What follows belongs to an exercise in optimizing a design on an open flow for a short achievable clock period and few clock cycles; a production flow would make more cautious choices. Function was checked by simulation only, so behaviour that the tests miss may differ from the original. The clock port is modelled as an ideal driver, which makes a skipped or thinned clock tree look cheaper than it is; a real chip needs a root buffer or a tree. Power figures rest on the tool's default switching activity, not on a simulated workload.

== alpha ==
// l2_ctrl_top
module l2_ctrl_top
(
    input  logic       clk,
    input  logic       rst,
    input  logic       cpu_req_valid_i,
    input  logic [1:0] cpu_req_msg_i,     
    input  logic [15:0] cpu_req_addr_i,   
    output logic       cpu_req_ready_o,
    output logic       rd_rsp_valid_o,
    output logic [11:0] rd_rsp_addr_o,
    input  logic       rd_rsp_ready_i,
    output logic       req_out_valid_o,
    output logic [1:0] req_out_msg_o,     
    output logic [11:0] req_out_addr_o,
    input  logic       req_out_ready_i,
    output logic       inval_valid_o,
    output logic [11:0] inval_addr_o,
    input  logic       inval_ready_i
);
clock: 5.5 ns
lec_check: 0
abc_clock_period_in_ps: 1900
cap_margin: 20
core_margin: 2
core_utilization: 40
setup_slack_margin: 3.6
slew_margin: 20
standard.sh (not shown) runs the stock make flow with config.mk's settings and CLKGATE_MAP_FILE= SYNTH_SCRIPT=/design/flow/synth_recipe.tcl, a recipe that flattens the netlist after the stock synthesis.
==> flow/flow/run.sh <==
#!/bin/bash
set -euo pipefail
here=$(pwd)
export PRE_CTS_TCL="$here/flow/cts_hook.tcl"
bash standard.sh finish "PRE_CTS_TCL=$here/flow/cts_hook.tcl" > "$here/flow_make.log" 2>&1
Other scripts of this flow, unchanged in this note and not shown: flow/flow/clock_tree.tcl, flow/flow/cts_hook.tcl
Testbench counts of alpha, summed over its fixed seeds: cycles 4,824.
## Diff of input files: beta against alpha
diff --git a/flow/design.v b/flow/design.v
--- a/flow/design.v
+++ b/flow/design.v
@@ -175,36 +175,36 @@
             a_v_q <= cpu_req_valid_i && rdy_q;
         end
     end
     always_ff @(posedge clk) begin
         a_msg_q <= cpu_req_msg_i;
         a_tag_q <= cpu_req_addr_i[15:8];
         a_set_q <= cpu_req_addr_i[7:4];
         for (int s = 0; s < NS; s++) begin
             a_sdec_q[s] <= (cpu_req_addr_i[7:4] == 4'(s));
         end
         for (int e = 0; e < NE; e++) begin
-            a_cmp_q[e] <= (cpu_req_addr_i[7:4] == 4'(e / NW)) && (arr_tag_q[e] == cpu_req_addr_i[15:8]);
+            a_cmp_q[e] <= (arr_tag_q[e] == cpu_req_addr_i[15:8]);
         end
     end
     logic [NW-1:0] s1_vld, s1_exc, s1_mat;
     logic          s1_same, s1_teq, s1_wset, s1_wteq, s1_w2set, s1_w2teq;
     always_comb begin
         for (int w = 0; w < NW; w++) begin
             s1_vld[w] = 1'b0;
             s1_exc[w] = 1'b0;
             s1_mat[w] = 1'b0;
             for (int s = 0; s < NS; s++) begin
                 s1_vld[w] = s1_vld[w] | (a_sdec_q[s] & arr_vld_q[s*NW+w]);
                 s1_exc[w] = s1_exc[w] | (a_sdec_q[s] & arr_exc_q[s*NW+w]);
-                s1_mat[w] = s1_mat[w] | a_cmp_q[s*NW+w];
+                s1_mat[w] = s1_mat[w] | (a_sdec_q[s] & a_cmp_q[s*NW+w]);
             end
         end
         s1_w2set = w2_v_q && (w2_set_q == a_set_q);
         s1_w2teq = (w2_tag_q == a_tag_q);
         s1_wset  = w_v_q && (w_set_q == a_set_q);
         s1_wteq  = (w_tag_q == a_tag_q);
         for (int w = 0; w < NW; w++) begin
             if (s1_w2set && w2_way_q[w]) begin
                 s1_mat[w] = s1_w2teq;
             end
             if (s1_wset && w_way_q[w]) begin
@@ -290,37 +290,36 @@
         w_exc_q    <= !p_rd_q;
         w_dty_we_q <= dty_we;
         w_dty_q    <= new_dty;
         w_tag_q    <= p_tag_q;
         w_evict_q  <= evict;
         w2_set_q   <= w_set_q;
         w2_way_q   <= w_way_q;
         w2_tag_q   <= w_tag_q;
     end
     logic [7:0] p_rtag [NW];
     logic [7:0] vic_tag;
-    logic       p_wsame;
+    logic       w2_same;
     always_comb begin
-        p_wsame = w_v_q && (w_set_q == p_set_q);
         for (int w = 0; w < NW; w++) begin
             p_rtag[w] = '0;
             for (int s = 0; s < NS; s++) begin
                 p_rtag[w] = p_rtag[w] | ({8{p_sdecv_q[s]}} & arr_tag_q[s*NW+w]);
             end
-            if (p_wsame && w_way_q[w]) begin
-                p_rtag[w] = w_tag_q;
-            end
         end
+        w2_same = w2_v_q && (w2_set_q == w_set_q);
         vic_tag = '0;
         for (int w = 0; w < NW; w++) begin
-            vic_tag = vic_tag | ({8{w_way_q[w]}} & w_vtag_q[w]);
+            if (w_way_q[w]) begin
+                vic_tag = vic_tag | ((w2_same && w2_way_q[w]) ? w2_tag_q : w_vtag_q[w]);
+            end
         end
     end
     always_ff @(posedge clk) begin
         for (int w = 0; w < NW; w++) begin
             w_vtag_q[w] <= p_rtag[w];
         end
     end
     always_ff @(posedge clk or negedge rst) begin
         if (!rst) begin
             arr_vld_q <= '0;
         end else begin
### Flow results
Compared with alpha, beta shows cell area after synthesis that has gone up slightly. Detailed-routing iteration count for the pre-antenna-repair pass: beta vs alpha down 1. alpha → beta: post-placement cell count climbed 1.5%, detailed placement HPWL fell by 6.6%, headroom to the max-slew limit increased by 2.2 points relative to the old numbers, global-route wire length before repair went down by 5.4%. Per the comparison of beta with alpha, core utilization went down by 2.5 points, post-route fraction of the period consumed by the critical path increased 1.1 points. Smallest setup slack after layout on beta is behind alpha. The run showing the greater combinational share of power is alpha.
Testbench counts of beta, summed over its fixed seeds: cycles 4,824.
No run of this note takes its clock network from TritonCTS; it comes from the design's own scripts or RTL.

========
l2_ctrl_top, a different RTL version from the one above (not shown whole).
Size: roughly 3,900 cells after synthesis, roughly 66 I/O pins.
==> flow/design.v (excerpt) <==
module l2_ctrl_top
(
    input  logic       clk,
    input  logic       rst,
    input  logic       cpu_req_valid_i,
    input  logic [1:0] cpu_req_msg_i,     
    input  logic [15:0] cpu_req_addr_i,   
    output logic       cpu_req_ready_o,
    output logic       rd_rsp_valid_o,
    output logic [11:0] rd_rsp_addr_o,
    input  logic       rd_rsp_ready_i,
    output logic       req_out_valid_o,
    output logic [1:0] req_out_msg_o,     
    output logic [11:0] req_out_addr_o,
    input  logic       req_out_ready_i,
    output logic       inval_valid_o,
    output logic [11:0] inval_addr_o,
    input  logic       inval_ready_i
);
    localparam int NS = l2_cfg_pkg::L2_SETS;
    localparam int NW = l2_cfg_pkg::L2_WAYS;
    localparam int NE = NS * NW;
    logic [NE-1:0] arr_vld_q, arr_exc_q, arr_dty_q;
    logic [7:0]    arr_tag_q [NE];
    logic [7:0]    arr_tag_nx [NE];   
    logic          a_v_q;
    logic [1:0]    a_msg_q;
    logic [7:0]    a_tag_q;
    logic [3:0]    a_set_q;
    logic [NS-1:0] a_sdec_q;
    logic [NE-1:0] a_cmph_q, a_cmpl_q;  
    logic          p_v_q;
    logic          p_rd_q, p_at_q, p_wr_q;
    logic [7:0]    p_tag_q;
    logic [3:0]    p_set_q;
    logic [NS-1:0] p_sdecv_q;         
    logic [NS-1:0] p_sdec_q;          
    logic [NW-1:0] p_vld_q, p_exc_q, p_mat_q;
    logic          w_v_q;
  ...
==> flow/config.mk <==
export PLATFORM = sky130hd
export DESIGN_NAME = l2_ctrl_top
export DESIGN_NICKNAME = l2_ctrl_top
export VERILOG_FILES = /design/flow/design.v
export SDC_FILE = /design/flow/constraint.sdc
export NUM_CORES = 4
export LEC_CHECK = 0
export ABC_CLOCK_PERIOD_IN_PS = 1900
export CAP_MARGIN = 20
export CORE_MARGIN = 2
export CORE_UTILIZATION = 40
export SETUP_SLACK_MARGIN = 3.6
export SLEW_MARGIN = 20
==> flow/constraint.sdc <==
create_clock -name core_clock -period 5.5 [get_ports {clk}]
set_input_delay 1.1000 -clock core_clock [delete_from_list [all_inputs] [get_ports {clk}]]
set_output_delay 1.1000 -clock core_clock [all_outputs]
set_load 0.01 [all_outputs]
Scripts as last shown in full above: flow/flow/run.sh
Other scripts of this flow, unchanged in this note and not shown: flow/flow/clock_tree.tcl, flow/flow/cts_hook.tcl
Testbench counts at the start, summed over its fixed seeds: cycles 4,824.
==> next run, changes <==
--- a/flow/design.v
+++ b/flow/design.v
@@ -138,21 +138,21 @@
     localparam int NW = l2_cfg_pkg::L2_WAYS;
     localparam int NE = NS * NW;
     logic [NE-1:0] arr_vld_q, arr_exc_q, arr_dty_q;
     logic [7:0]    arr_tag_q [NE];
     logic [7:0]    arr_tag_nx [NE];   
     logic          a_v_q;
     logic [1:0]    a_msg_q;
     logic [7:0]    a_tag_q;
     logic [3:0]    a_set_q;
     logic [NS-1:0] a_sdec_q;
-    logic [NE-1:0] a_cmph_q, a_cmpl_q;  
+    logic [NE-1:0] a_cmp_q;           
     logic          p_v_q;
     logic          p_rd_q, p_at_q, p_wr_q;
     logic [7:0]    p_tag_q;
     logic [3:0]    p_set_q;
     logic [NS-1:0] p_sdecv_q;         
     logic [NS-1:0] p_sdec_q;          
     logic [NW-1:0] p_vld_q, p_exc_q, p_mat_q;
     logic          w_v_q;
     logic [3:0]    w_set_q;
     logic [NW-1:0] w_way_q;
@@ -173,35 +173,34 @@
         end
     end
     always_ff @(posedge clk) begin
         a_msg_q <= cpu_req_msg_i;
         a_tag_q <= cpu_req_addr_i[15:8];
         a_set_q <= cpu_req_addr_i[7:4];
         for (int s = 0; s < NS; s++) begin
             a_sdec_q[s] <= (cpu_req_addr_i[7:4] == 4'(s));
         end
         for (int e = 0; e < NE; e++) begin
-            a_cmph_q[e] <= (arr_tag_nx[e][7:4] == cpu_req_addr_i[15:12]);
-            a_cmpl_q[e] <= (arr_tag_nx[e][3:0] == cpu_req_addr_i[11:8]);
+            a_cmp_q[e] <= (arr_tag_nx[e] == cpu_req_addr_i[15:8]);
         end
     end
     logic [NW-1:0] s1_vld, s1_exc, s1_mat;
     logic          s1_same, s1_teq, s1_wset, s1_wteq;
     always_comb begin
         for (int w = 0; w < NW; w++) begin
             s1_vld[w] = 1'b0;
             s1_exc[w] = 1'b0;
             s1_mat[w] = 1'b0;
             for (int s = 0; s < NS; s++) begin
                 s1_vld[w] = s1_vld[w] | (a_sdec_q[s] & arr_vld_q[s*NW+w]);
                 s1_exc[w] = s1_exc[w] | (a_sdec_q[s] & arr_exc_q[s*NW+w]);
-                s1_mat[w] = s1_mat[w] | (a_sdec_q[s] & a_cmph_q[s*NW+w] & a_cmpl_q[s*NW+w]);
+                s1_mat[w] = s1_mat[w] | (a_sdec_q[s] & a_cmp_q[s*NW+w]);
             end
         end
         s1_wset  = w_v_q && (w_set_q == a_set_q);
         s1_wteq  = (w_tag_q == a_tag_q);
         for (int w = 0; w < NW; w++) begin
             if (s1_wset && w_way_q[w]) begin
                 s1_vld[w] = 1'b1;
                 s1_mat[w] = s1_wteq;
                 if (w_exc_we_q) begin
                     s1_exc[w] = w_exc_q;
@@ -261,21 +260,21 @@
     always_ff @(posedge clk) begin
         p_rd_q    <= (a_msg_q == 2'd0);
         p_at_q    <= (a_msg_q == 2'd1);
         p_wr_q    <= a_msg_q[1];
         p_tag_q   <= a_tag_q;
         p_sdec_q  <= a_sdec_q;
         p_set_q   <= a_set_q;
         for (int w = 0; w < NW; w++) begin
             if (s1_same && sel[w]) begin
                 p_vld_q[w] <= 1'b1;
-                p_exc_q[w] <= !p_rd_q || (hit_any && p_exc_q[w]);
+                p_exc_q[w] <= exc_we ? !p_rd_q : p_exc_q[w];
                 p_mat_q[w] <= s1_teq;
             end else begin
                 p_vld_q[w] <= s1_vld[w];
                 p_exc_q[w] <= s1_exc[w];
                 p_mat_q[w] <= s1_mat[w];
             end
         end
         w_set_q    <= p_set_q;
         w_way_q    <= sel;
         w_exc_we_q <= exc_we;
Result:
- The changed run finished clean
- fmax is lower by 0.31%
- global-route usage rose by 3.4 points
- setup slack got worse by 0.0064 ns
- die area stays flat
- design area went up by 5.0%
- critical path depth climbs by 3
- via count came out higher by about 14%
- power came out higher by 25%
- core utilization rose by 2.2 points
- cell count climbs by 8.9%
- area after synthesis is about the same
Testbench counts after the change, summed over its fixed seeds: cycles 4,824.
In every run of this note, the design's own scripts or RTL, not TritonCTS, make the clock network.

[what the ideal ports hide]
How much do the figures lean on ideal ports? The routed layouts below were timed once more, with nothing changed but the port constraints.
Step 1, drivers: a clkbuf_16 drives clk and a buf_2 each remaining input, both assumed.
Step 2 also shifts input and output timing later by t, the mid clock arrival at the registers, as if the neighbouring blocks saw the same clock.
Slacks: ideal ports / drivers / drivers and shift; pairs: ideal ports / drivers.
run	t (ns)	setup slack, ns	hold slack, ns	worst data-port slew with drivers (ns)
alpha	0.614	3.406 / 3.264 / 2.924	0.375 / 0.375 / 0.375	0.34
beta	0.603	3.346 / 3.265 / 3.017	0.414 / 0.414 / 0.414	0.25
the first run of note 2	0.558	3.489 / 3.221 / 3.048	0.397 / 0.397 / 0.397	0.36
the second run of note 2	0.568	3.483 / 3.281 / 2.994	0.394 / 0.394 / 0.394	0.36
After both steps every run listed still meets setup and hold. For the second run of note 2, which loses most, drivers alone change the setup slack by -0.202 ns; drivers and shift together by -0.489 ns.
